Source: an optimization exercise on an open RTL-to-GDS flow (aim: small area). Production flows keep margins and buffers that such runs may drop.
The RTL was checked by simulation tests, not by an equivalence proof against the original design.
In every run shown here, the design's own scripts or RTL, not TritonCTS, make the clock network.
The clock port is modelled as an ideal driver, which makes a skipped or thinned clock tree look cheaper than it is; a real chip needs a root buffer or a tree.
Power figures rest on the tool's default switching activity, not on a simulated workload.

==> design.v <==
`timescale 1ns/1ps
`default_nettype none
module checkers_top (
  input  logic         clk,
  input  logic         resetn,
  input  logic [7:0]   scan_code,
  input  logic         scan_valid,
  output logic [191:0] board,
  output logic         turn,
  output logic [2:0]   cursor_x,
  output logic [2:0]   cursor_y,
  output logic [2:0]   sel_x,
  output logic [2:0]   sel_y,
  output logic         show_highlight,
  output logic [6:0]   hex0,
  output logic [6:0]   hex1,
  output logic [6:0]   hex4,
  output logic [6:0]   hex5
);
  logic brk_seen;   
  logic go;         
  logic go_q;       
  always_ff @(posedge clk) begin
    if (!resetn) begin
      cursor_x <= '0;
      cursor_y <= '0;
      go       <= 1'b0;
      brk_seen <= 1'b0;
    end else begin
      go <= scan_valid && !brk_seen && scan_code == 8'h29;
      if (scan_valid) begin
        if (brk_seen) begin
          brk_seen <= 1'b0;
        end else begin
          case (scan_code)
            8'hF0: brk_seen <= 1'b1;
            8'h6B:  cursor_x <= 3'(cursor_x - 1'b1);
            8'h74: cursor_x <= 3'(cursor_x + 1'b1);
            8'h75:    cursor_y <= 3'(cursor_y - 1'b1);
            8'h72:  cursor_y <= 3'(cursor_y + 1'b1);
            default: ;
          endcase
        end
      end
    end
  end
  logic started;
  logic placing;
  logic latch_sel;
  logic apply_move;
  always_ff @(posedge clk) begin
    if (!resetn) begin
      go_q    <= 1'b0;
      started <= 1'b0;
      placing <= 1'b0;
    end else begin
      go_q <= go;
      if (go_q) begin
        started <= 1'b1;
        placing <= started && !placing;
      end
    end
  end
  assign latch_sel      = go_q && started && !placing;
  assign apply_move     = go_q && placing;
  assign show_highlight = placing;
  logic [2:0] sq    [32];    
  logic [1:0] edge0 [4];     
  logic [1:0] edge7 [4];     
  logic [2:0] inner [4:27];  
  logic [7:0] cy_dec, sy_dec, my_dec;
  logic [3:0] ck_dec, sk_dec, mk_dec;
  logic [31:0] cur_dec, sel_dec, mid_dec;
  logic [3:0] sum_x, sum_y;
  logic [2:0] mid_x, mid_y;
  logic [2:0] cur_pc, mid_pc;
  logic       own_q, king_q;    
  logic       opp_mid, fwd, step, jump, move_ok;
  logic       cur_dark;
  logic       m2, m1, m0;       
  assign sum_x = {1'b0, sel_x} + {1'b0, cursor_x};
  assign sum_y = {1'b0, sel_y} + {1'b0, cursor_y};
  assign mid_x = sum_x[3:1];
  assign mid_y = sum_y[3:1];
  always_comb begin
    for (int i = 0; i < 8; i++) begin
      cy_dec[i] = cursor_y == 3'(i);
      sy_dec[i] = sel_y == 3'(i);
      my_dec[i] = mid_y == 3'(i);
    end
    for (int i = 0; i < 4; i++) begin
      ck_dec[i] = cursor_x[2:1] == 2'(i);
      sk_dec[i] = sel_x[2:1] == 2'(i);
      mk_dec[i] = mid_x[2:1] == 2'(i);
    end
    for (int i = 0; i < 32; i++) begin
      cur_dec[i] = cy_dec[i/4] & ck_dec[i%4];
      sel_dec[i] = sy_dec[i/4] & sk_dec[i%4];
      mid_dec[i] = my_dec[i/4] & mk_dec[i%4];
    end
  end
  always_comb begin
    for (int k = 0; k < 4; k++) begin
      sq[k]      = {~edge0[k][1] & edge0[k][0], edge0[k][1], edge0[k][1] & edge0[k][0]};
      sq[28 + k] = {~edge7[k][1] & edge7[k][0], edge7[k][1] & edge7[k][0], edge7[k][1]};
    end
    for (int i = 4; i < 28; i++)
      sq[i] = inner[i];
  end
  always_comb begin
    cur_pc = '0;
    mid_pc = '0;
    for (int i = 0; i < 32; i++) begin
      cur_pc = cur_pc | ({3{cur_dec[i]}} & sq[i]);
      mid_pc = mid_pc | ({3{mid_dec[i]}} & sq[i]);
    end
  end
  assign cur_dark = cursor_x[0] == cursor_y[0];
  logic [3:0] ex, ey;
  logic       ax1, ax2, ay1, ay2;
  assign ex  = {1'b0, cursor_x} - {1'b0, sel_x};
  assign ey  = {1'b0, cursor_y} - {1'b0, sel_y};
  assign ax1 = (ex == 4'd1) || (ex == 4'hf);
  assign ax2 = (ex == 4'd2) || (ex == 4'he);
  assign ay1 = (ey == 4'd1) || (ey == 4'hf);
  assign ay2 = (ey == 4'd2) || (ey == 4'he);
  assign opp_mid = turn ? (mid_pc[2] | (mid_pc[1] & ~mid_pc[0])) : mid_pc[0];
  assign fwd     = turn == ey[3];   
  assign step    = ax1 && ay1;
  assign jump    = ax2 && ay2 && opp_mid;
  assign move_ok = apply_move && own_q && (cur_pc == 3'd0) && (king_q || fwd) && (step || jump);
  logic crown;
  assign crown = king_q || (turn ? (cursor_y == 3'd0) : (cursor_y == 3'd7));
  assign m2 = ~turn & crown;
  assign m1 = turn ? crown : ~crown;
  assign m0 = turn;
  logic [3:0] red_score, black_score;
  always_ff @(posedge clk) begin
    if (latch_sel) begin
      own_q  <= cur_dark && (turn ? cur_pc[0] : (cur_pc[2] | (cur_pc[1] & ~cur_pc[0])));
      king_q <= cur_pc[2] | (cur_pc[1] & cur_pc[0]);
    end
  end
  always_ff @(posedge clk) begin
    if (!resetn) begin
      for (int k = 0; k < 4; k++) begin
        edge0[k] <= 2'b10;   
        edge7[k] <= 2'b10;   
      end
      for (int i = 4; i < 28; i++)
        inner[i] <= (i < 12) ? 3'd2 : (i >= 20) ? 3'd1 : 3'd0;
      turn        <= 1'b0;
      sel_x       <= '0;
      sel_y       <= '0;
      red_score   <= '0;
      black_score <= '0;
    end else begin
      if (latch_sel) begin
        sel_x <= cursor_x;
        sel_y <= cursor_y;
      end
      if (move_ok) begin
        for (int i = 0; i < 32; i++) begin
          if (cur_dec[i]) begin
            if (i < 4)       edge0[i]      <= {turn, 1'b1};
            else if (i >= 28) edge7[i - 28] <= {turn, 1'b1};
            else             inner[i]      <= {m2, m1, m0};
          end else if (sel_dec[i] || (jump && mid_dec[i])) begin
            if (i < 4)       edge0[i]      <= 2'b00;
            else if (i >= 28) edge7[i - 28] <= 2'b00;
            else             inner[i]      <= 3'd0;
          end
        end
        turn <= !turn;
        if (jump && !turn)
          red_score <= 4'(red_score + 1'b1);
        if (jump && turn)
          black_score <= 4'(black_score + 1'b1);
      end
    end
  end
  always_comb begin
    for (int y = 0; y < 8; y++)
      for (int x = 0; x < 8; x++)
        board[3*(8*y+x) +: 3] = ((x + y) % 2 == 0) ? sq[y*4 + x/2] : 3'd0;
  end
  function automatic logic [6:0] ones_seg(input logic [3:0] s);
    ones_seg[0] = (s[0] & s[1] & s[3]) | (s[0] & ~s[1] & ~s[2] & ~s[3]) | (~s[0] & ~s[1] & s[2] & ~s[3]);
    ones_seg[1] = (s[0] & ~s[1] & s[2]) | (~s[0] & s[1] & s[2]);
    ones_seg[2] = (s[2] & s[3]) | (~s[0] & s[1] & ~s[2] & ~s[3]);
    ones_seg[3] = (s[0] & s[1] & s[2]) | (s[0] & s[1] & s[3]) | (s[0] & ~s[1] & ~s[2] & ~s[3]) | (~s[0] & ~s[1] & s[2] & ~s[3]);
    ones_seg[4] = s[0] | (~s[1] & s[2] & ~s[3]);
    ones_seg[5] = (s[0] & s[1]) | (s[2] & s[3]) | (s[0] & ~s[2] & ~s[3]) | (s[1] & ~s[2] & ~s[3]);
    ones_seg[6] = (s[0] & s[1] & s[2]) | (s[1] & s[3]) | (~s[1] & ~s[2] & ~s[3]);
  endfunction
  function automatic logic [6:0] tens_seg(input logic [3:0] s);
    logic t;
    t = s[3] & (s[2] | s[1]);
    tens_seg = {1'b1, t, t, t, 1'b0, 1'b0, t};
  endfunction
  assign hex0 = ones_seg(black_score);
  assign hex1 = tens_seg(black_score);
  assign hex4 = ones_seg(red_score);
  assign hex5 = tens_seg(red_score);
endmodule
`default_nettype wire
==> flow/run.sh <==
#!/bin/bash
# Own layout flow: the standard flow (standard.sh), with
#  - synthesis: the standard flow's synthesis script unchanged, except that ABC maps the
#    logic with an area script (&deepsyn, then &nf) instead of ORFS's delay
#    script, and adders are left to ABC (no ADDER_MAP_FILE, no Kogge-Stone
#    carry map). Registers and their
#    names come out exactly as in the standard synthesis. It runs NSEEDS
#    such ABC scripts (different deepsyn seeds and lengths, one or two rounds), NUM_CORES
#    at a time, and keeps the smallest netlist.
#  - port buffers of the smallest buffer cell (buf_1)
#  - flow/cts.tcl after placement: constant output ports get buf_1 port buffers
#    fed by shared tie cells (flow/ties.tcl), and a small clock tree (a root
#    buffer, then leaf buffers each driving one cluster of flip-flops,
#    flow/mycts.tcl) is built in place of ORFS's CTS step; it uses the fewest
#    leaf buffers whose estimated flip-flop clock slew is under MYCTS_SLEW.
# Each tool's output goes to its own log in the work folder: synth_sN.log,
# synth_select.log, standard_place.log, cts.log, standard_finish.log.
set -uo pipefail
W=$(pwd)
export MY_FLOW="$W/flow"
export MY_RESULTS="$W/orfs/results/$FLOW_PLATFORM/checkers_top/base"
export MYCTS_NBUF=${MYCTS_NBUF:-6}
export MYCTS_CELL=${MYCTS_CELL:-sky130_fd_sc_hd__clkbuf_8}
export MYCTS_ROOT=${MYCTS_ROOT:-sky130_fd_sc_hd__clkbuf_8}
export MYCTS_CAPF=${MYCTS_CAPF:-1.3}
export MYCTS_SLEW=${MYCTS_SLEW:-0.110}
export TIE_GROUP=${TIE_GROUP:-26}
NSEEDS=${NSEEDS:-24}
# SYNTH_OPERATIONS_ARGS: arithmetic is mapped without ORFS's Kogge-Stone
# carry unit (the plain yosys mapping is a smaller start for ABC)
ARGS=(ADDER_MAP_FILE= SYNTH_OPERATIONS_ARGS=-noshare BUFFER_PORTS_ARGS="-buffer_cell sky130_fd_sc_hd__buf_1")

for S in $(seq 1 $NSEEDS); do
  if (( S % 3 == 0 )); then
    # one long round
    echo "strash; &get -n; &deepsyn -S $S -T 120; &dch -f; &nf -R 1000; &put" > "$W/area_s$S.abc"
  elif (( S % 3 == 1 )); then
    # one round: deep AIG synthesis, then area-recovering mapping
    echo "strash; &get -n; &deepsyn -S $S -T 60; &dch -f; &nf -R 1000; &put" > "$W/area_s$S.abc"
  else
    # two rounds: map, restructure the mapped logic, map again
    echo "strash; &get -n; &deepsyn -S $S -T 30; &dch -f; &nf -R 1000; &st; &deepsyn -S $((S + 100)) -T 30; &dch -f; &nf -R 1000; &put" > "$W/area_s$S.abc"
  fi
  {
    echo 'proc abc {args} {'
    echo '  set i [lsearch -exact $args -script]'
    echo "  if {\$i >= 0} { set args [lreplace \$args [expr {\$i + 1}] [expr {\$i + 1}] $W/area_s$S.abc] }"
    echo '  yosys abc {*}$args'
    echo '}'
    cat "$W/synth_recipe.tcl"
  } > "$W/flow_synth_s$S.tcl"
  sed "s#WORK_HOME=$W/orfs #WORK_HOME=$W/orfs_s$S #" "$W/standard.sh" > "$W/standard_s$S.sh"
  bash "$W/standard_s$S.sh" SYNTH_SCRIPT="$W/flow_synth_s$S.tcl" "${ARGS[@]}" synth > "$W/synth_s$S.log" 2>&1 &
  # at most NUM_CORES synthesis runs at a time
  (( S % ${NUM_CORES:-4} == 0 )) && wait
done
wait
best=""; best_area=""
for S in $(seq 1 $NSEEDS); do
  rpt="$W/orfs_s$S/reports/$FLOW_PLATFORM/checkers_top/base/synth_stat.txt"
  [[ -f "$W/orfs_s$S/results/$FLOW_PLATFORM/checkers_top/base/1_synth.odb" && -f "$rpt" ]] || continue
  a=$(awk '/Chip area for module/ {print $NF}' "$rpt")
  echo "seed $S: synthesis area $a" | tee -a "$W/synth_select.log"
  if [[ -z "$best" ]] || awk -v a="$a" -v b="$best_area" 'BEGIN {exit !(a < b)}'; then best=$S; best_area=$a; fi
done
[[ -n "$best" ]] || exit 1
echo "using seed $best" | tee -a "$W/synth_select.log"
cp -a "$W/orfs_s$best" "$W/orfs"
for S in $(seq 1 $NSEEDS); do [[ "$S" == "$best" ]] || rm -rf "$W/orfs_s$S"; done

bash "$W/standard.sh" SYNTH_SCRIPT="$W/flow_synth_s$best.tcl" "${ARGS[@]}" place > "$W/standard_place.log" 2>&1 || exit 1
openroad -no_init -exit "$W/flow/cts.tcl" > "$W/cts.log" 2>&1 || exit 1
bash "$W/standard.sh" SYNTH_SCRIPT="$W/flow_synth_s$best.tcl" "${ARGS[@]}" finish > "$W/standard_finish.log" 2>&1
==> flow/cts.tcl <==
# Clock tree step in place of ORFS's CTS: reads 3_place, writes 4_1_cts.odb and 4_cts.sdc.
set R $::env(MY_RESULTS)
set P $::env(FLOW_HOME)/platforms/$::env(FLOW_PLATFORM)
read_lef $P/lef/sky130_fd_sc_hd.tlef
read_lef $P/lef/sky130_fd_sc_hd_merged.lef
read_liberty $P/lib/sky130_fd_sc_hd__tt_025C_1v80.lib
read_db $R/3_place.odb
read_sdc $R/3_place.sdc
source $P/setRC.tcl
source $::env(MY_FLOW)/ties.tcl
source $::env(MY_FLOW)/mycts.tcl
detailed_placement
check_placement -verbose
set_propagated_clock [all_clocks]
estimate_parasitics -placement
report_clock_skew
report_worst_slack -min
report_worst_slack -max
set worst 0
foreach pin [get_pins -hierarchical */CLK] {
  foreach e {rise fall} { set s [get_property $pin slew_max_$e]; if {$s > $worst} {set worst $s} }
}
puts "worst flip-flop clock slew (estimate) $worst"
write_db $R/4_1_cts.odb
write_sdc -no_timestamp $R/4_cts.sdc
==> flow/mycts.tcl <==
# Manual clock tree: the clock port drives a root buffer, which drives leaf buffers;
# each leaf buffer
# drives the flip-flops of one cluster (k-means on the placed flip-flops).
proc build_tree {nbuf bufcell} {
set db [ord::get_db]
set block [ord::get_db_block]
set clk [$block findNet clk]
set sinks {}
foreach it [$clk getITerms] {
  if {[$it isInputSignal] || [[$it getMTerm] getName] eq "CLK"} { lappend sinks $it }
}
puts "MYCTS sinks [llength $sinks]"
set xs {}; set ys {}
foreach it $sinks {
  set inst [$it getInst]
  set bb [$inst getBBox]
  lappend xs [expr {([$bb xMin] + [$bb xMax]) / 2.0}]
  lappend ys [expr {([$bb yMin] + [$bb yMax]) / 2.0}]
}
set n [llength $sinks]
# init centres: spread along sorted order of x+y
set order [lsort -real -indices [lmap x $xs y $ys {expr {$x + 3*$y}}]]
set cx {}; set cy {}
for {set k 0} {$k < $nbuf} {incr k} {
  set i [lindex $order [expr {int(($k + 0.5) * $n / $nbuf)}]]
  lappend cx [lindex $xs $i]; lappend cy [lindex $ys $i]
}
# balanced k-means: each cluster at most ceil(n/nbuf)
set capf [expr {[info exists ::env(MYCTS_CAPF)] ? $::env(MYCTS_CAPF) : 1.0}]
  set cap [expr {int(ceil($capf * double($n) / $nbuf))}]
for {set iter 0} {$iter < 30} {incr iter} {
  set pairs {}
  for {set i 0} {$i < $n} {incr i} {
    for {set k 0} {$k < $nbuf} {incr k} {
      set d [expr {abs([lindex $xs $i] - [lindex $cx $k]) + abs([lindex $ys $i] - [lindex $cy $k])}]
      lappend pairs [list $d $i $k]
    }
  }
  set pairs [lsort -real -index 0 $pairs]
  set assign [lrepeat $n -1]; set cnt [lrepeat $nbuf 0]
  foreach p $pairs {
    lassign $p d i k
    if {[lindex $assign $i] >= 0 || [lindex $cnt $k] >= $cap} continue
    lset assign $i $k; lset cnt $k [expr {[lindex $cnt $k] + 1}]
  }
  set sx [lrepeat $nbuf 0.0]; set sy [lrepeat $nbuf 0.0]
  for {set i 0} {$i < $n} {incr i} {
    set k [lindex $assign $i]
    lset sx $k [expr {[lindex $sx $k] + [lindex $xs $i]}]
    lset sy $k [expr {[lindex $sy $k] + [lindex $ys $i]}]
  }
  for {set k 0} {$k < $nbuf} {incr k} {
    if {[lindex $cnt $k] > 0} {
      lset cx $k [expr {[lindex $sx $k] / [lindex $cnt $k]}]
      lset cy $k [expr {[lindex $sy $k] / [lindex $cnt $k]}]
    }
  }
}
set master [$db findMaster $bufcell]
set leafdrv $clk
if {[info exists ::env(MYCTS_ROOT)] && $::env(MYCTS_ROOT) ne ""} {
  set rm [$db findMaster $::env(MYCTS_ROOT)]
  set rx 0.0; set ry 0.0
  for {set k 0} {$k < $nbuf} {incr k} { set rx [expr {$rx + [lindex $cx $k] / $nbuf}]; set ry [expr {$ry + [lindex $cy $k] / $nbuf}] }
  set rinst [odb::dbInst_create $block $rm "clkbuf_root"]
  $rinst setLocation [expr {int($rx - [$rm getWidth] / 2)}] [expr {int($ry - [$rm getHeight] / 2)}]
  $rinst setPlacementStatus PLACED
  set leafdrv [odb::dbNet_create $block "clknet_root"]
  $leafdrv setSigType CLOCK
  [$rinst findITerm A] connect $clk
  [$rinst findITerm X] connect $leafdrv
}
for {set k 0} {$k < $nbuf} {incr k} {
  set inst [odb::dbInst_create $block $master "clkbuf_leaf_$k"]
  set w [$master getWidth]; set h [$master getHeight]
  $inst setLocation [expr {int([lindex $cx $k] - $w / 2)}] [expr {int([lindex $cy $k] - $h / 2)}]
  $inst setPlacementStatus PLACED
  set net [odb::dbNet_create $block "clknet_leaf_$k"]
  $net setSigType CLOCK
  [$inst findITerm A] connect $leafdrv
  [$inst findITerm X] connect $net
  puts "MYCTS buffer $k at [lindex $cx $k] [lindex $cy $k] sinks [lindex $cnt $k]"
}
for {set i 0} {$i < $n} {incr i} {
  set it [lindex $sinks $i]
  $it disconnect
  $it connect [$block findNet "clknet_leaf_[lindex $assign $i]"]
}
$clk setSigType CLOCK
}

# Remove a tree built by build_tree: flip-flops back on the clock net
proc remove_tree {} {
  set block [ord::get_db_block]
  set clk [$block findNet clk]
  foreach net [$block getNets] {
    if {![string match "clknet_leaf_*" [$net getName]]} continue
    foreach it [$net getITerms] {
      if {[[$it getInst] getName] ne "" && ![string match "clkbuf_*" [[$it getInst] getName]]} {
        $it disconnect; $it connect $clk
      }
    }
  }
  foreach inst [$block getInsts] {
    if {[string match "clkbuf_leaf_*" [$inst getName]] || [$inst getName] eq "clkbuf_root"} { odb::dbInst_destroy $inst }
  }
  foreach net [$block getNets] {
    if {[string match "clknet_leaf_*" [$net getName]] || [$net getName] eq "clknet_root"} { odb::dbNet_destroy $net }
  }
}

proc worst_clk_slew {} {
  set_propagated_clock [all_clocks]
  estimate_parasitics -placement
  set worst 0
  foreach pin [get_pins -hierarchical */CLK] {
    foreach e {rise fall} { set s [get_property $pin slew_max_$e]; if {$s > $worst} {set worst $s} }
  }
  return $worst
}

# Fewest leaf buffers whose estimated worst flip-flop clock slew is under the target
set target [expr {[info exists ::env(MYCTS_SLEW)] ? $::env(MYCTS_SLEW) : 0.100}]
set bufcell [expr {[info exists ::env(MYCTS_CELL)] ? $::env(MYCTS_CELL) : "sky130_fd_sc_hd__clkbuf_8"}]
for {set nb [expr {[info exists ::env(MYCTS_NBUF)] ? $::env(MYCTS_NBUF) : 6}]} {$nb <= 24} {incr nb} {
  build_tree $nb $bufcell
  set w [worst_clk_slew]
  puts "MYCTS try $nb leaf buffers: worst clock slew estimate $w"
  if {$w <= $target} break
  remove_tree
}
==> flow/ties.tcl <==
# Constant output ports: ORFS gives each its own tie cell, whose other output
# pin is left unconnected. Here each such port gets a buf_1 port buffer instead,
# and the buffers of about TIE_GROUP neighbouring ports share one tie cell.
set tie_group [expr {[info exists ::env(TIE_GROUP)] ? $::env(TIE_GROUP) : 12}]
set db [ord::get_db]
set block [ord::get_db_block]
set bufm [$db findMaster sky130_fd_sc_hd__buf_1]
set tiem [$db findMaster sky130_fd_sc_hd__conb_1]
set die [$block getDieArea]
set mx [expr {([$die xMin] + [$die xMax]) / 2.0}]
set my [expr {([$die yMin] + [$die yMax]) / 2.0}]
set items {}
foreach inst [$block getInsts] {
  if {[[$inst getMaster] getName] ne "sky130_fd_sc_hd__conb_1"} continue
  set used {}
  foreach pin {HI LO} {
    set net [[$inst findITerm $pin] getNet]
    if {$net ne "NULL" && $net ne ""} { lappend used $pin $net }
  }
  if {[llength $used] != 2} continue
  lassign $used pin net
  # only ties that drive exactly one output port and nothing else
  if {[llength [$net getBTerms]] != 1 || [llength [$net getITerms]] != 1} continue
  set loc [$inst getLocation]
  set ang [expr {atan2([lindex $loc 1] - $my, [lindex $loc 0] - $mx)}]
  lappend items [list $ang $inst $pin $net]
}
set items [lsort -real -index 0 $items]
set n [llength $items]
puts "TIES constant ports $n"
set ngroups [expr {($n + $tie_group - 1) / $tie_group}]
for {set g 0} {$g < $ngroups} {incr g} {
  set members [lrange $items [expr {$g * $n / $ngroups}] [expr {($g + 1) * $n / $ngroups - 1}]]
  set first [lindex $members 0 1]
  set tie [odb::dbInst_create $block $tiem "const_tie_$g"]
  set loc [$first getLocation]
  $tie setLocation [lindex $loc 0] [lindex $loc 1]
  $tie setPlacementStatus PLACED
  set gnet(HI) ""; set gnet(LO) ""
  set i 0
  foreach m $members {
    lassign $m ang inst pin net
    if {$gnet($pin) eq ""} {
      set gnet($pin) [odb::dbNet_create $block "const_[string tolower $pin]_$g"]
      [$tie findITerm $pin] connect $gnet($pin)
    }
    set loc [$inst getLocation]
    odb::dbInst_destroy $inst
    set buf [odb::dbInst_create $block $bufm "const_buf_${g}_$i"]
    $buf setLocation [lindex $loc 0] [lindex $loc 1]
    $buf setPlacementStatus PLACED
    [$buf findITerm A] connect $gnet($pin)
    [$buf findITerm X] connect $net
    incr i
  }
  puts "TIES group $g: [llength $members] ports"
}
==> standard.sh <==
#!/bin/bash
# synth_recipe.tcl (not shown) runs the flow's synth.tcl, then flattens the netlist and writes it again
# the make line also repeats each setting of config.mk as NAME=value (left out here)
make -C /OpenROAD-flow-scripts/flow DESIGN_CONFIG=/design/flow/config.mk WORK_HOME=/design/flow/orfs CLKGATE_MAP_FILE= SYNTH_SCRIPT=/design/flow/synth_recipe.tcl "${@:-finish}"
==> config.mk <==
export PLATFORM = sky130hd
export DESIGN_NAME = checkers_top
export DESIGN_NICKNAME = checkers_top
export VERILOG_FILES = /design/flow/design.v
export SDC_FILE = /design/flow/constraint.sdc
export NUM_CORES = 4
export LEC_CHECK = 0
export CAP_MARGIN = 20
export CORE_MARGIN = 2
export CORE_UTILIZATION = 40
export SLEW_MARGIN = 20
==> constraint.sdc <==
create_clock -name core_clock -period 8.0 [get_ports {clk}]
set_input_delay 1.6000 -clock core_clock [delete_from_list [all_inputs] [get_ports {clk}]]
set_output_delay 1.6000 -clock core_clock [all_outputs]
set_load 0.01 [all_outputs]
==> run notes, run 1 <==
final clock skew=0.0355 ns; Post-synth EDFFs=2; I/O Buffers=142; Max Cap Viol=0; Peak Freq=0.156 GHz; synthesized cell area=6780 µm²; I/O Pins=245; fillers=1792; Max-slew headroom=19.9%; syn avg cell area=7.72 µm²; Post-Route WL=28600 µm; Via Count=7384; main area contributors after synthesis=dfxtp_1, buf_4, nor2_1, nand2_1, a21oi_1; largest net degree at the start of global routing=92; Primary FF master, synth=dfxtp_1; via/cell ratio=5.93; Tmin final=6.42 ns; Data arrival, critical path=6.77 ns; Yosys cell types=49; Peak VDD IR=0.123 mV; layout cells sized above 1=1.76%; Die Span Y=134 µm; status=finished clean; Post-Synthesis Cells=879; power per cell area=130 nW/µm²; Setup CP Type=reg -> reg; CP max FO=23; row count=47; Final Net Count=1040; Area Growth Syn to Fin=7.56%; dpl hpwl=21200 µm; routability cong.=1.07; register area share after synthesis=34.5%; post-synth top area cell=dfxtp_1; CP Launch Type=register; count of final hold-check violations=0; setup_tns=0 ns; Period Utilization, post-route=80.2%; # diodes=0; area of the multi-input gates=3520 µm²; hold slack=0.440 ns; Worst-Skew Late Latency=0.45 ns; Worst-Margin Slew=1.19 ns; overflow left after global routing=0; FF+latch area=2340 µm²; Setup Viol. Count Final=0; Pleak=0.00242 µW; DRT Pass-1 Iters=7; GRT Overall Usage=30.3%; Yosys Warn Count=5; die area=18000 µm²; vias in the first global route=6613; Async SR Flop Fraction=0%; Critical Path End Type=register; Initial DRC Count=820; Worst EP required=8.35 ns; CTS clk-pin slew, worst paths=0.07 ns; # DRC=0; Core Box Area=16600 µm²; Initial Util=40.9%; share of the synthesized area in the top cell type=33.6%; first-pass GRT wire length=42100 µm; Pins Over Slew Limit=0; initial antenna violation count=0; Hold/Removal Path Class=reg -> reg; wire length per cell=23.0 µm; RSZ-0062 raised after global routing=no; Routed Antenna Nets=0; FF+latch count, synth=116; Die X=134 µm
-- metrics by stage --
step | area, µm² | util (%) | power, µW | std cells | worst slack [ns]
2_1_floorplan | 7160 | - | 659 | 979 | 3.02
3_3_place_gp | 7140 | 43.1 | 635 | 1231 | 1.99
3_5_place_dp | 7140 | 43.1 | 635 | 1231 | 1.89
5_1_grt | 7300 | 44.0 | 976 | 1245 | 1.26
6_report | 7300 | 44.0 | 946 | 1245 | 1.58
-- worst max-delay path, stage by stage (launching register included) --
cell and delay [ns]:
dfxtp_1 0.87, or2_0 0.64, nor2_1 0.28, a22o_1 0.26, a221oi_1 0.45, nand4_1 0.15
or3_1 0.40, nor4_1 0.52, nor4b_1 0.41, o2111a_1 0.28, a41o_1 0.33, buf_4 0.26
and2_0 0.87, buf_4 0.39, a21oi_1 0.10, nor2_1 0.11
-- where the power goes --
part	internal (µW)	total, µW	switching [µW]
Sequential	579	579	0.487
Clock	112	306	194
Combinational	17.4	60.9	43.5
Total	708	946	238
-- worst paths after layout --
kind | from | end | slack [ns] | depth (start not counted)
worst max-delay path | cursor_y[0] | inner[15][0] | 1.58 | 15
worst min-delay path | go | go_q | 0.44 | 1
worst max register to register | cursor_y[0] | inner[15][0] | 1.58 | 15
worst min register to register | go | go_q | 0.44 | 1
-- sequential cells by signal, summed over array words and instances, names as in the netlist, 3 cells and up --
| register | count |
|---|---|
| red_score | 4 |
| inner | 72 |
| edge0 | 8 |
| black_score | 4 |
| sel_x | 3 |
| cursor_x | 3 |
| sel_y | 3 |
| edge7 | 8 |
| cursor_y | 3 |
-- placed cells by master (no fill, tap or decap), types with 4 or more instances in the layout --
| master | n |
|---|---|
| buf_1 | 243 |
| nor2_1 | 125 |
| dfxtp_1 | 114 |
| nand2_1 | 112 |
| a21oi_1 | 65 |
| o21ai_0 | 40 |
| nand3_1 | 40 |
| a22oi_1 | 37 |
| a22o_1 | 21 |
| a221oi_1 | 19 |
| clkinv_1 | 16 |
| and2_0 | 16 |
| nor2b_1 | 16 |
| a32o_1 | 16 |
| nand4_1 | 13 |
| nand2b_1 | 11 |
| clkbuf_8 | 10 |
| o211ai_1 | 9 |
| nor3_1 | 8 |
| a21boi_0 | 8 |
| or3_1 | 7 |
| a222oi_1 | 7 |
| nand3b_1 | 6 |
| buf_4 | 6 |
| xor2_1 | 5 |
| nor4_1 | 4 |
| o21a_1 | 4 |
| conb_1 | 4 |
-- kinds of logic after synthesis --
logic type / after synthesis / synth area share (%)
AO/OA/AOI/OAI: 243 / 24.8
AND/OR/NAND/NOR: 378 / 25.8
XOR/XNOR: 8 / 1.03
other: 2 / 0.111
flip-flops: 116 / 34.5
buffers and inverters: 132 / 13.7
-- area by class of cell --
type | instances | share of cell area [%]
Multi-Input combinational cell | 633 | 48.2
Inverter | 16 | 0.823
Timing Repair Buffer | 148 | 7.94
Tap cell | 220 | 3.77
Buffer | 112 | 7.13
Sequential cell | 116 | 32.1
-- routing by layer --
| metal | GRT usage [%] | vias up | wire, µm |
|---|---|---|---|
| met5 | 0 | - | 0 |
| met4 | 9.30 | 0 | 1010 |
| met3 | 4.80 | 64 | 2860 |
| met2 | 47.2 | 492 | 12500 |
| met1 | 43.0 | 3457 | 12300 |
| li1 | - | 3371 | - |
-- synthesized netlist by cell type, types with 13 or more instances --
| library cell | instances |
|---|---|
| dfxtp_1 | 114 |
| a32o_1 | 16 |
| clkinv_1 | 16 |
| o21ai_0 | 40 |
| buf_4 | 116 |
| nor2b_1 | 16 |
| nand3_1 | 40 |
| nor2_1 | 125 |
| nand4_1 | 13 |
| nand2_1 | 112 |
| and2_0 | 16 |
| a21oi_1 | 65 |
| a221oi_1 | 19 |
| a22oi_1 | 37 |
| a22o_1 | 21 |
==> run 2: changes to the inputs <==
--- a/flow/run.sh
+++ b/flow/run.sh
@@ -13,5 +13,6 @@
 #    buffer, then leaf buffers each driving one cluster of flip-flops,
 #    flow/mycts.tcl) is built in place of ORFS's CTS step; it uses the fewest
-#    leaf buffers whose estimated flip-flop clock slew is under MYCTS_SLEW.
+#    leaf buffers (over a few k-means starts) whose estimated flip-flop clock
+#    slew is under MYCTS_SLEW.
 # Each tool's output goes to its own log in the work folder: synth_sN.log,
 # synth_select.log, standard_place.log, cts.log, standard_finish.log.
@@ -26,5 +27,5 @@
 export MYCTS_SLEW=${MYCTS_SLEW:-0.110}
 export TIE_GROUP=${TIE_GROUP:-26}
-NSEEDS=${NSEEDS:-24}
+NSEEDS=${NSEEDS:-16}
 # SYNTH_OPERATIONS_ARGS: arithmetic is mapped without ORFS's Kogge-Stone
 # carry unit (the plain yosys mapping is a smaller start for ABC)
--- a/flow/mycts.tcl
+++ b/flow/mycts.tcl
@@ -2,5 +2,5 @@
 # each leaf buffer
 # drives the flip-flops of one cluster (k-means on the placed flip-flops).
-proc build_tree {nbuf bufcell} {
+proc build_tree {nbuf bufcell capf wx wy} {
 set db [ord::get_db]
 set block [ord::get_db_block]
@@ -20,5 +20,5 @@
 set n [llength $sinks]
 # init centres: spread along sorted order of x+y
-set order [lsort -real -indices [lmap x $xs y $ys {expr {$x + 3*$y}}]]
+set order [lsort -real -indices [lmap x $xs y $ys {expr {$wx * $x + $wy * $y}}]]
 set cx {}; set cy {}
 for {set k 0} {$k < $nbuf} {incr k} {
@@ -27,5 +27,4 @@
 }
 # balanced k-means: each cluster at most ceil(n/nbuf)
-set capf [expr {[info exists ::env(MYCTS_CAPF)] ? $::env(MYCTS_CAPF) : 1.0}]
   set cap [expr {int(ceil($capf * double($n) / $nbuf))}]
 for {set iter 0} {$iter < 30} {incr iter} {
@@ -80,5 +79,5 @@
   [$inst findITerm A] connect $leafdrv
   [$inst findITerm X] connect $net
-  puts "MYCTS buffer $k at [lindex $cx $k] [lindex $cy $k] sinks [lindex $cnt $k]"
+  #puts "MYCTS buffer $k at [lindex $cx $k] [lindex $cy $k] sinks [lindex $cnt $k]"
 }
 for {set i 0} {$i < $n} {incr i} {
@@ -120,12 +119,25 @@
 }
 
-# Fewest leaf buffers whose estimated worst flip-flop clock slew is under the target
+# Fewest leaf buffers whose estimated worst flip-flop clock slew is under the
+# target; for each count, a few k-means starts and cluster size limits are tried
 set target [expr {[info exists ::env(MYCTS_SLEW)] ? $::env(MYCTS_SLEW) : 0.100}]
 set bufcell [expr {[info exists ::env(MYCTS_CELL)] ? $::env(MYCTS_CELL) : "sky130_fd_sc_hd__clkbuf_8"}]
-for {set nb [expr {[info exists ::env(MYCTS_NBUF)] ? $::env(MYCTS_NBUF) : 6}]} {$nb <= 24} {incr nb} {
-  build_tree $nb $bufcell
-  set w [worst_clk_slew]
-  puts "MYCTS try $nb leaf buffers: worst clock slew estimate $w"
-  if {$w <= $target} break
-  remove_tree
+set done 0
+for {set nb [expr {[info exists ::env(MYCTS_NBUF)] ? $::env(MYCTS_NBUF) : 6}]} {$nb <= 24 && !$done} {incr nb} {
+  set best {}
+  foreach capf {1.0 1.15 1.3 1.5} {
+    foreach {wx wy} {1 3 3 1 1 1 1 -1} {
+      build_tree $nb $bufcell $capf $wx $wy
+      set w [worst_clk_slew]
+      remove_tree
+      if {$best eq "" || $w < [lindex $best 0]} { set best [list $w $capf $wx $wy] }
+    }
+  }
+  puts "MYCTS $nb leaf buffers: best worst clock slew estimate [lindex $best 0] (cap factor [lindex $best 1], start order [lindex $best 2] [lindex $best 3])"
+  if {[lindex $best 0] <= $target || $nb == 24} {
+    lassign $best w capf wx wy
+    build_tree $nb $bufcell $capf $wx $wy
+    puts "MYCTS using $nb leaf buffers: worst clock slew estimate [worst_clk_slew]"
+    set done 1
+  }
 }
==> run notes, run 2 <==
Worst-Skew Late Latency=0.43 ns (-0.02 ns); most frequent cells after synthesis=nor2_1, buf_4, dfxtp_1; Worst EP required=8.37 ns (+0.02 ns); Tmin final=6.42 ns (+0.00258 ns); CTS clk-pin slew, worst paths=0.10 ns (+0.03 ns); Data arrival, critical path=6.79 ns (+0.02 ns); Largest register FFs=72 (unchanged); Yosys cell types=49 (unchanged); RSZ-0062 raised after global routing=no; post-synth top area cell=dfxtp_1; Primary FF master, synth=dfxtp_1; status=finished clean; final clock skew=0.0214 ns (-0.0141 ns); Die Span Y=134 µm (unchanged); largest net degree at the start of global routing=92 (unchanged); Hold EP=go_q; wire length per cell=22.9 µm (-0.30%); critical path's largest stage delay=0.86 ns (about the same); Biggest register=inner; final instance area=7280 µm² (-0.19%); commonest non-fill, non-tap cells in the layout=buf_1, nor2_1, dfxtp_1, nand2_1, a21oi_1; most common cell after layout, fill and taps aside=buf_1; overflow left after global routing=0 (unchanged); Final Net Count=1039 (-0.096%); count of final hold-check violations=0 (unchanged); hold slack=0.446 ns (+0.00610 ns); Pleak=0.00242 µW (-0.30%); Area Growth Syn to Fin=7.36%; Core Box Area=16600 µm² (unchanged); placed cell areas=7140 µm² (unchanged); Post-Synthesis Cells=879 (unchanged); row count=47 (unchanged); CP max FO=23 (unchanged); layout cells sized above 1=1.66% (-0.096 points); routability cong.=1.07 (unchanged); Worst-Margin Slew=1.23 ns (+0.0342 ns); hold path startpoint=go; # diodes=0 (unchanged); Max-slew headroom=17.6% (-2.3 points); first-pass GRT wire length=42100 µm (about the same); Routed Antenna Nets=0 (unchanged); r2r endpoint=inner[11][0]; most common cell in the netlist=nor2_1; register area share after synthesis=34.5% (unchanged); Async SR Flop Fraction=0% (unchanged); setup_tns=0 ns (unchanged); Yosys Warn Count=5 (unchanged); GRT Overall Usage=30.3% (about the same); Power Total=930 µW (-1.7%); share of the synthesized area in the top cell type=33.6% (unchanged); I/O Buffers=142 (unchanged); R2R depth=15 (unchanged); Post-synth EDFFs=2 (unchanged); Pins Over Slew Limit=0 (unchanged); I/O Pins=245 (unchanged); Initial Util=40.9% (unchanged); die area=18000 µm² (unchanged); CP Cell Sequence=or2_0 -> nor2_1 -> a22o_1 -> a221oi_1 -> nand4_1 -> or3_1 -> nor4_1 -> nor4b_1 -> o2111a_1 -> a41o_1 -> buf_4 -> and2_0 -> buf_4 -> a21oi_1 -> nor2_1; main area contributors after synthesis=dfxtp_1, buf_4, nor2_1, nand2_1, a21oi_1; vias in the first global route=6585 (-0.42%); Max Cap Viol=0 (unchanged); DRT Pass-1 Iters=7 (unchanged); via/cell ratio=5.99 (+1.0%); Hold/Removal Path Class=reg -> reg; Critical-path top delay cell=dfxtp_1; syn avg cell area=7.72 µm² (unchanged); Setup CP Type=reg -> reg; Setup Viol. Count Final=0 (unchanged); CP Launch Type=register; leading registers by flop count=inner x72, edge0 x8, edge7 x8; initial antenna violation count=0 (unchanged); synthesized cell area=6780 µm² (unchanged); # DRC=0 (unchanged); Post-Route WL=28500 µm (-0.38%); Via Count=7455 (+0.96%); Critical Path End Type=register; R2R setup slack=1.58 ns (about the same); dpl hpwl=21200 µm (unchanged); Initial DRC Count=898 (+9.5%); Critical R2R Launch=cursor_y[0]; power per cell area=128 nW/µm² (-1.5%); Peak VDD IR=0.119 mV (-3.3%); Die X=134 µm (unchanged); Period Utilization, post-route=80.2% (about the same); FF+latch count, synth=116 (unchanged); WHS Path Cells=1 (unchanged); Peak Freq=0.156 GHz (about the same)
[run 2: cell counts after synthesis]
No cell type changed its count.
[run 2: how the worst max path moves through the flow]
stage / from / endpoint
after detailed placement: cursor_y[0] / inner[16][0]
after global placement: cursor_y[0] / inner[12][0]
final: cursor_y[0] / inner[11][0]
after global routing: cursor_y[0] / inner[18][0]
after floorplan: cursor_y[0] / inner[10][0]
[run 2: layer usage]
layer,vias up,global-route usage [%],part of all wire (%)
met5,-,0,0
li1,3381,-,-
met1,3496,42.4,42
met2,500,46.9,43
met4,0,9.59,3.9
met3,78,5.90,11
[run 2: report_power, final]
part / internal (µW) / total, µW / leakage (µW) / switching [µW]
logic: 17.4 / 61.0 / 0.00141 / 43.5
clock network: 101 / 290 / 0.0000647 / 189
registers: 578 / 579 / 0.000937 / 0.488
[run 2: cell families after synthesis]
| logic type | count (synthesis) | share of synthesized area [%] |
|---|---|---|
| buf+inv | 132 | 13.7 |
| other cells | 2 | 0.111 |
| xor+xnor | 8 | 1.03 |
| compound gates | 243 | 24.8 |
| flops | 116 | 34.5 |
| simple gates | 378 | 25.8 |
[run 2: layout make-up]
cell class                 instances  area [µm²]
buffer                           111         507
timing repair buffer             148         579
multi-input combinational        633        3520
fill                            1793        9300
tap                              220         275
inverter                          16        60.1
sequential                       116        2340
[run 2: metrics by stage]
stage	worst slack, ns	instances	utilization [%]
2_1_floorplan	3.02	979	-
3_3_place_gp	1.99	1231	43.1
3_5_place_dp	1.89	1231	43.1
5_1_grt	1.22	1244	43.9
6_report	1.58	1244	43.9
[run 2: worst max-delay path: cells and delay by family (launching register included)]
family	cells	cell delay, ns
and+or+nand+nor	8	3.38
AOI/OAI and AO/OA	5	1.46
buffers and inverters	2	0.65
DFF	1	0.86
==> run 3: changes to the inputs <==
--- a/flow/run.sh
+++ b/flow/run.sh
@@ -5,5 +5,5 @@
 #    script, and adders are left to ABC (no ADDER_MAP_FILE, no Kogge-Stone
 #    carry map). Registers and their
-#    names come out exactly as in the standard synthesis. It runs NSEEDS
+#    names come out exactly as in the standard synthesis. It runs one for each of SEEDS
 #    such ABC scripts (different deepsyn seeds and lengths, one or two rounds), NUM_CORES
 #    at a time, and keeps the smallest netlist.
@@ -27,10 +27,11 @@
 export MYCTS_SLEW=${MYCTS_SLEW:-0.110}
 export TIE_GROUP=${TIE_GROUP:-26}
-NSEEDS=${NSEEDS:-16}
+SEEDS=${SEEDS:-"9 $(seq -s " " 17 39)"}
 # SYNTH_OPERATIONS_ARGS: arithmetic is mapped without ORFS's Kogge-Stone
 # carry unit (the plain yosys mapping is a smaller start for ABC)
 ARGS=(ADDER_MAP_FILE= SYNTH_OPERATIONS_ARGS=-noshare BUFFER_PORTS_ARGS="-buffer_cell sky130_fd_sc_hd__buf_1")
 
-for S in $(seq 1 $NSEEDS); do
+N=0
+for S in $SEEDS; do
   if (( S % 3 == 0 )); then
     # one long round
@@ -54,9 +55,10 @@
   bash "$W/standard_s$S.sh" SYNTH_SCRIPT="$W/flow_synth_s$S.tcl" "${ARGS[@]}" synth > "$W/synth_s$S.log" 2>&1 &
   # at most NUM_CORES synthesis runs at a time
-  (( S % ${NUM_CORES:-4} == 0 )) && wait
+  N=$((N + 1))
+  (( N % ${NUM_CORES:-4} == 0 )) && wait
 done
 wait
 best=""; best_area=""
-for S in $(seq 1 $NSEEDS); do
+for S in $SEEDS; do
   rpt="$W/orfs_s$S/reports/$FLOW_PLATFORM/checkers_top/base/synth_stat.txt"
   [[ -f "$W/orfs_s$S/results/$FLOW_PLATFORM/checkers_top/base/1_synth.odb" && -f "$rpt" ]] || continue
@@ -68,5 +70,5 @@
 echo "using seed $best" | tee -a "$W/synth_select.log"
 cp -a "$W/orfs_s$best" "$W/orfs"
-for S in $(seq 1 $NSEEDS); do [[ "$S" == "$best" ]] || rm -rf "$W/orfs_s$S"; done
+for S in $SEEDS; do [[ "$S" == "$best" ]] || rm -rf "$W/orfs_s$S"; done
 
 bash "$W/standard.sh" SYNTH_SCRIPT="$W/flow_synth_s$best.tcl" "${ARGS[@]}" place > "$W/standard_place.log" 2>&1 || exit 1
==> run notes, run 3 <==
largest net degree at the start of global routing=92 (unchanged); Max Cap Viol=0 (unchanged); # diodes=0 (unchanged); Async SR Flop Fraction=0% (unchanged); initial antenna violation count=0 (unchanged); Max-slew headroom=17.6% (unchanged); critical path's largest stage delay=0.86 ns (about the same); GRT Overall Usage=30.3% (unchanged); Final Net Count=1039 (unchanged); worst slack, placed=1.89 ns (unchanged); Period Utilization, post-route=80.2% (unchanged); CP Cell Sequence=or2_0 -> nor2_1 -> a22o_1 -> a221oi_1 -> nand4_1 -> or3_1 -> nor4_1 -> nor4b_1 -> o2111a_1 -> a41o_1 -> buf_4 -> and2_0 -> buf_4 -> a21oi_1 -> nor2_1; row count=47 (unchanged); Setup Viol. Count Final=0 (unchanged); Worst EP required=8.37 ns (about the same); final clock skew=0.0214 ns (unchanged); overflow left after global routing=0 (unchanged); hold path startpoint=go; RSZ-0062 raised after global routing=no; Via Count=7455 (unchanged); FF+latch count, synth=116 (unchanged); R2R depth=15 (unchanged); Post-synth EDFFs=2 (unchanged); Hold EP=go_q; most common cell in the netlist=nor2_1; Core Box Area=16600 µm² (unchanged); layout cells sized above 1=1.66% (unchanged); Primary FF master, synth=dfxtp_1; Initial DRC Count=898 (unchanged); Data arrival, critical path=6.79 ns (about the same); Worst-Margin Slew=1.23 ns (unchanged); Die Span Y=134 µm (unchanged); die area=18000 µm² (unchanged); CTS clk-pin slew, worst paths=0.10 ns (about the same); I/O Pins=245 (unchanged); Hold/Removal Path Class=reg -> reg; Routed Antenna Nets=0 (unchanged); post-route setup slack=1.58 ns (unchanged); Critical R2R Launch=cursor_y[0]; vias in the first global route=6585 (unchanged); most common cell after layout, fill and taps aside=buf_1; placed cell areas=7140 µm² (unchanged); count of final hold-check violations=0 (unchanged); share of the synthesized area in the top cell type=33.6% (unchanged); Setup CP Type=reg -> reg; syn avg cell area=7.72 µm² (unchanged); Tmin final=6.42 ns (unchanged); first-pass GRT wire length=42100 µm (unchanged); Initial Util=40.9% (unchanged); Yosys cell types=49 (unchanged); synthesized cell area=6780 µm² (unchanged); Die X=134 µm (unchanged); wire length per cell=22.9 µm (unchanged); r2r endpoint=inner[11][0]; post-synth top area cell=dfxtp_1; I/O Buffers=142 (unchanged); final instance area=7280 µm² (unchanged); Pins Over Slew Limit=0 (unchanged); routability cong.=1.07 (unchanged); power per cell area=128 nW/µm² (unchanged); Util after Layout=43.9% (unchanged); Peak VDD IR=0.119 mV (unchanged); CP max FO=23 (unchanged); R2R setup slack=1.58 ns (about the same); Post-Synthesis Cells=879 (unchanged); DRT Pass-1 Iters=7 (unchanged); WHS Path Cells=1 (unchanged); Area Growth Syn to Fin=7.36% (unchanged); status=finished clean; Pleak=0.00242 µW (unchanged); Peak Freq=0.156 GHz (unchanged); main area contributors after synthesis=dfxtp_1, buf_4, nor2_1, nand2_1, a21oi_1; register area share after synthesis=34.5% (unchanged); leading registers by flop count=inner x72, edge0 x8, edge7 x8; Largest register FFs=72 (unchanged); most frequent cells after synthesis=nor2_1, buf_4, dfxtp_1; Worst-Skew Late Latency=0.43 ns (about the same); dpl hpwl=21200 µm (unchanged); Post-Route WL=28500 µm (unchanged); CP Launch Type=register; # DRC=0 (unchanged); Yosys Warn Count=5 (unchanged); Biggest register=inner; Critical Path End Type=register; via/cell ratio=5.99 (unchanged); commonest non-fill, non-tap cells in the layout=buf_1, nor2_1, dfxtp_1, nand2_1, a21oi_1; setup_tns=0 ns (unchanged); Critical-path top delay cell=dfxtp_1
[run 3: cell counts after synthesis]
Identical to the previous run, type by type.
[run 3: logic make-up (layout without fill, tap and decap cells)]
| family | Yosys count | count (layout) | synth area share, % |
|---|---|---|---|
| AOI/OAI and AO/OA | 243 | 243 | 24.8 |
| xor gates and xnor gates | 8 | 8 | 1.03 |
| buffers and inverters | 132 | 275 | 13.7 |
| DFF | 116 | 116 | 34.5 |
| other | 2 | 4 | 0.111 |
| and+or+nand+nor | 378 | 378 | 25.8 |
[run 3: per-layer routing]
| metal | routed length, µm | track usage (%) | vias up |
|---|---|---|---|
| met4 | 1120 | 9.59 | 0 |
| met3 | 3160 | 5.90 | 78 |
| li1 | - | - | 3381 |
| met1 | 11900 | 42.4 | 3496 |
| met2 | 12400 | 46.9 | 500 |
| met5 | 0 | 0 | - |
[run 3: worst max-delay path by stage]
stage	start	end	slack [ns]	cells after the start
floorplan	cursor_y[0]	inner[10][0]	3.02	13
global placement	cursor_y[0]	inner[12][0]	1.99	15
detailed placement	cursor_y[0]	inner[16][0]	1.89	15
global route	cursor_y[0]	inner[18][0]	1.22	15
finish	cursor_y[0]	inner[11][0]	1.58	15
[run 3: where the power goes]
group	total (µW)	internal (µW)	switching, µW
combinational	61.0	17.4	43.5
sequential	579	578	0.488
clock	290	101	189
[run 3: stage by stage]
step / power [µW] / instances / hold WS, ns
floorplan: 659 / 979 / 0.413
global placement: 635 / 1231 / 0.413
detailed placement: 635 / 1231 / 0.426
global route: 963 / 1244 / 0.489
finish: 930 / 1244 / 0.446
[run 3: layout make-up]
cell class / count / area, µm²
fillers: 1793 / 9300
multi-input cells: 633 / 3520
flip-flops and latches: 116 / 2340
repair buffers: 148 / 579
plain buffers: 111 / 507
well taps: 220 / 275
inverters: 16 / 60.1
[run 3: worst max-delay path, delay by kind of cell (launching register included)]
kind	cells	cell delay, ns
buffers and inverters	2	0.65
and+or+nand+nor	8	3.38
AOI/OAI and AO/OA	5	1.46
DFF	1	0.86
==> run 4: changes to the inputs <==
--- a/flow/run.sh
+++ b/flow/run.sh
@@ -27,5 +27,5 @@
 export MYCTS_SLEW=${MYCTS_SLEW:-0.110}
 export TIE_GROUP=${TIE_GROUP:-26}
-SEEDS=${SEEDS:-"9 $(seq -s " " 17 39)"}
+SEEDS=${SEEDS:-"9 $(seq -s " " 40 62)"}
 # SYNTH_OPERATIONS_ARGS: arithmetic is mapped without ORFS's Kogge-Stone
 # carry unit (the plain yosys mapping is a smaller start for ABC)
==> run notes, run 4 <==
status=finished clean; sequential share of power=62.3% (about the same); DRT Pass-1 Iters=6 (-1); via/cell ratio=6.20 (+3.4%); Gate power share=6.8% (+0.2 points); switching pwr=232 µW (-0.34%); Worst-Skew Late Latency=0.43 ns (about the same); CP max FO=22 (-4.3%); Async SR Flop Fraction=0% (unchanged); worst setup path startpoint=cursor_y[0]; Max Cap Viol=0 (unchanged); Data arrival, critical path=6.80 ns (about the same); r2r endpoint=inner[4][1]; Placed Cells=1166 (-5.3%); Tmin final=6.50 ns (+0.0801 ns); CTS clk-pin slew, worst paths=0.10 ns (about the same); Hold/Removal Path Class=reg -> reg; Setup Viol. Count Final=0 (unchanged); wire length per cell=23.9 µm (+4.2%); count of final hold-check violations=0 (unchanged); largest net degree at the start of global routing=51 (-45%); setup_tns=0 ns (unchanged); CP dominant cell by count=a21oi_1; overflow left after global routing=0 (unchanged); Critical R2R Launch=cursor_y[0]; Die Span Y=133 µm (-0.65%); routability cong.=1.06 (-1.3%); R2R setup slack=1.50 ns (-0.08 ns); Post-Route WL=28100 µm (-1.2%); power per cell area=129 nW/µm² (+0.91%); Peak VDD IR=0.0949 mV (-20%); Worst-Margin Slew=1.15 ns (-0.0761 ns); Clock power frac=30.9% (-0.3 points); Post-Synthesis Cells=813 (-7.5%); Critical Path End Type=register; # diodes=0 (unchanged); Yosys Warn Count=5 (unchanged); Routed Antenna Nets=0 (unchanged); initial antenna violation count=0 (unchanged); I/O Buffers=142 (unchanged); Primary FF master, synth=dfxtp_1; share of the synthesized area in the top cell type=34.1% (+0.45 points); post-synth top area cell=dfxtp_1; Biggest register=inner; first-pass GRT wire length=40700 µm (-3.4%); Worst EP required=8.30 ns (-0.07 ns); most common cell in the netlist=buf_4; FF+latch count, synth=116 (unchanged); commonest non-fill, non-tap cells in the layout=buf_1, dfxtp_1, nor2_1, nand2_1, a22oi_1; Peak Freq=0.154 GHz (-1.2%); critical path's largest stage delay=0.84 ns (-0.02 ns); most common cell after layout, fill and taps aside=buf_1; die area=17800 µm² (-1.3%); Final Net Count=974 (-6.3%); layout cells sized above 1=2.09% (+0.43 points); Die X=133 µm (-0.65%); CP endpoint=inner[4][1]; GRT Overall Usage=29.7% (-0.53 points); dpl hpwl=20500 µm (-3.3%); leading registers by flop count=inner x72, edge0 x8, edge7 x8; Post-synth EDFFs=2 (unchanged); sw frac=25.0% (-0.064 points); Initial Util=40.6% (-0.25 points); vias in the first global route=6402 (-2.8%); Via Count=7306 (-2.0%); CP Launch Type=register; CP Cell Sequence=or3b_1 -> nor2_1 -> a22o_1 -> a221oi_1 -> nand3_1 -> or4_1 -> a21oi_1 -> nor4b_1 -> o2111ai_2 -> nand2_1 -> buf_4 -> and2_0 -> nor2b_1 -> a21oi_1 -> a21oi_1 -> o31ai_1; R2R depth=16 (+1); Core Box Area=16500 µm² (-0.71%); final clock skew=0.0179 ns (-0.00350 ns); hold path startpoint=go; Critical-path top delay cell=nor2b_1; Yosys cell types=41 (-16%); # DRC=0 (unchanged); most frequent cells after synthesis=buf_4, dfxtp_1, nor2_1; syn avg cell area=8.23 µm² (+6.7%); I/O Pins=245 (unchanged); Setup CP Type=reg -> reg; Pleak=0.00240 µW (-0.64%); register area share after synthesis=35.0% (+0.46 points); critical path depth=16 (+1); Max-slew headroom=23.1% (+5.5 points); synthesized cell area=6690 µm² (-1.3%); Area Growth Syn to Fin=7.74%; row count=47 (unchanged); fillers=1796 (+0.17%); Internal=697 µW (about the same); Pins Over Slew Limit=0 (unchanged); Initial DRC Count=1136 (+27%); buffer and inverter count on the worst path=1 (-1); RSZ-0062 raised after global routing=no; Final Non-Filler Cells=1179 (-5.2%); main area contributors after synthesis=dfxtp_1, buf_4, a22oi_1, nor2_1, a22o_1; Period Utilization, post-route=81.2% (+1.0 points); CP top delay family=simple AND/OR/NAND/NOR gates; Largest register FFs=72 (unchanged)
[run 4: cell types whose count changed after synthesis, sizes merged, moves of 7 or more]
cell	before	now
o21ai	40	15
nand2	112	66
nand3	40	29
a21oi	65	52
nor2b	16	23
a22oi	37	64
nor2	125	112
o31ai	1	13
o211ai	9	0
a22o	21	34
a21boi	8	0
a221o	1	16
clkinv	16	9
[run 4: worst reg2reg max path, stage by stage (launching register included)]
cell and delay (ns):
dfxtp_1 0.76, or3b_1 0.46, nor2_1 0.23, a22o_1 0.30
a221oi_1 0.39, nand3_1 0.14, or4_1 0.61, a21oi_1 0.19
nor4b_1 0.40, o2111ai_2 0.48, nand2_1 0.29, buf_4 0.29
and2_0 0.42, nor2b_1 0.84, a21oi_1 0.27, a21oi_1 0.21
o31ai_1 0.09
[run 4: metrics by stage]
step	util (%)	hold WS [ns]	total power, µW	cell area (µm²)	setup slack [ns]
after floorplan	-	0.413	661	7070	3.25
after detailed placement	42.9	0.450	637	7070	1.55
after global routing	43.8	0.515	965	7210	1.10
after global placement	42.9	0.450	637	7070	1.74
final	43.8	0.461	929	7210	1.50
[run 4: cell type report]
cell class / instances / area (µm²) / area share (%)
buffer: 111 / 507 / 7.03
inverter: 9 / 33.8 / 0.469
multi-input combinational: 574 / 3470 / 48.1
sequential: 116 / 2340 / 32.5
tap: 220 / 275 / 3.82
timing repair buffer: 149 / 587 / 8.14
[run 4: worst min path at each step]
stage / endpoint / slack (ns) / depth (start not counted)
global route: started / 0.51 / 2
floorplan: go_q / 0.41 / 1
finish: go_q / 0.46 / 1
global placement: go_q / 0.45 / 1
detailed placement: go_q / 0.45 / 1
[run 4: cell families after synthesis]
family	Yosys count	synth area share [%]
flip-flops	116	35.0
other	2	0.112
AND/OR/NAND/NOR	312	22.2
AO/OA/AOI/OAI	245	27.5
XOR/XNOR	12	1.57
buffers and inverters	125	13.5
multiplexers	1	0.150
[run 4: power groups by stage]
stage | Clock, µW | Sequential, µW | Combinational, µW
after floorplan | 0 | 592 | 69.0
after global placement | 0 | 592 | 45.1
after detailed placement | 0 | 592 | 44.9
after global routing | 316 | 579 | 69.6
final | 287 | 579 | 63.5
[run 4: routing by layer]
| metal | share of wire (%) | routed length, µm | up-vias | GRT usage, % |
|---|---|---|---|---|
| met1 | 41 | 11700 | 3386 | 41.3 |
| met5 | 0 | 0 | - | 0 |
| met3 | 12 | 3400 | 99 | 7.31 |
| met2 | 42 | 11800 | 574 | 44.9 |
| met4 | 4.4 | 1230 | 0 | 10.6 |
| li1 | - | - | 3247 | - |

static timing again, ports no longer ideal:
No port has a modelled driver above. Below, the same layouts with a new extraction and two added sets of constraints. Step 1: set_driving_cell puts a clkbuf_16 on clk and a buf_2 on each other input, an assumption about the parent block. Step 2 adds t to the input delays and takes it off the output delays; t is the mean of the earliest and latest rising clock arrival at the registers after step 1. Input paths then give back, and output paths get back, about the clock's delay inside the block. Three values: ideal ports, drivers, drivers and shift; two values: the first two.
run | shift t [ns] | setup WS [ns] | worst setup path at the end | clock arrival spread, ns
run 1 | 0.472 | 1.584 / 1.584 / 1.584 | register to register | 0.035 / 0.036
run 2 | 0.462 | 1.581 / 1.581 / 1.581 | register to register | 0.021 / 0.021
run 3 | 0.462 | 1.581 / 1.581 / 1.581 | register to register | 0.021 / 0.021
run 4 | 0.466 | 1.501 / 1.501 / 1.501 | register to register | 0.018 / 0.018
After both steps setup and hold are still met in every run listed.
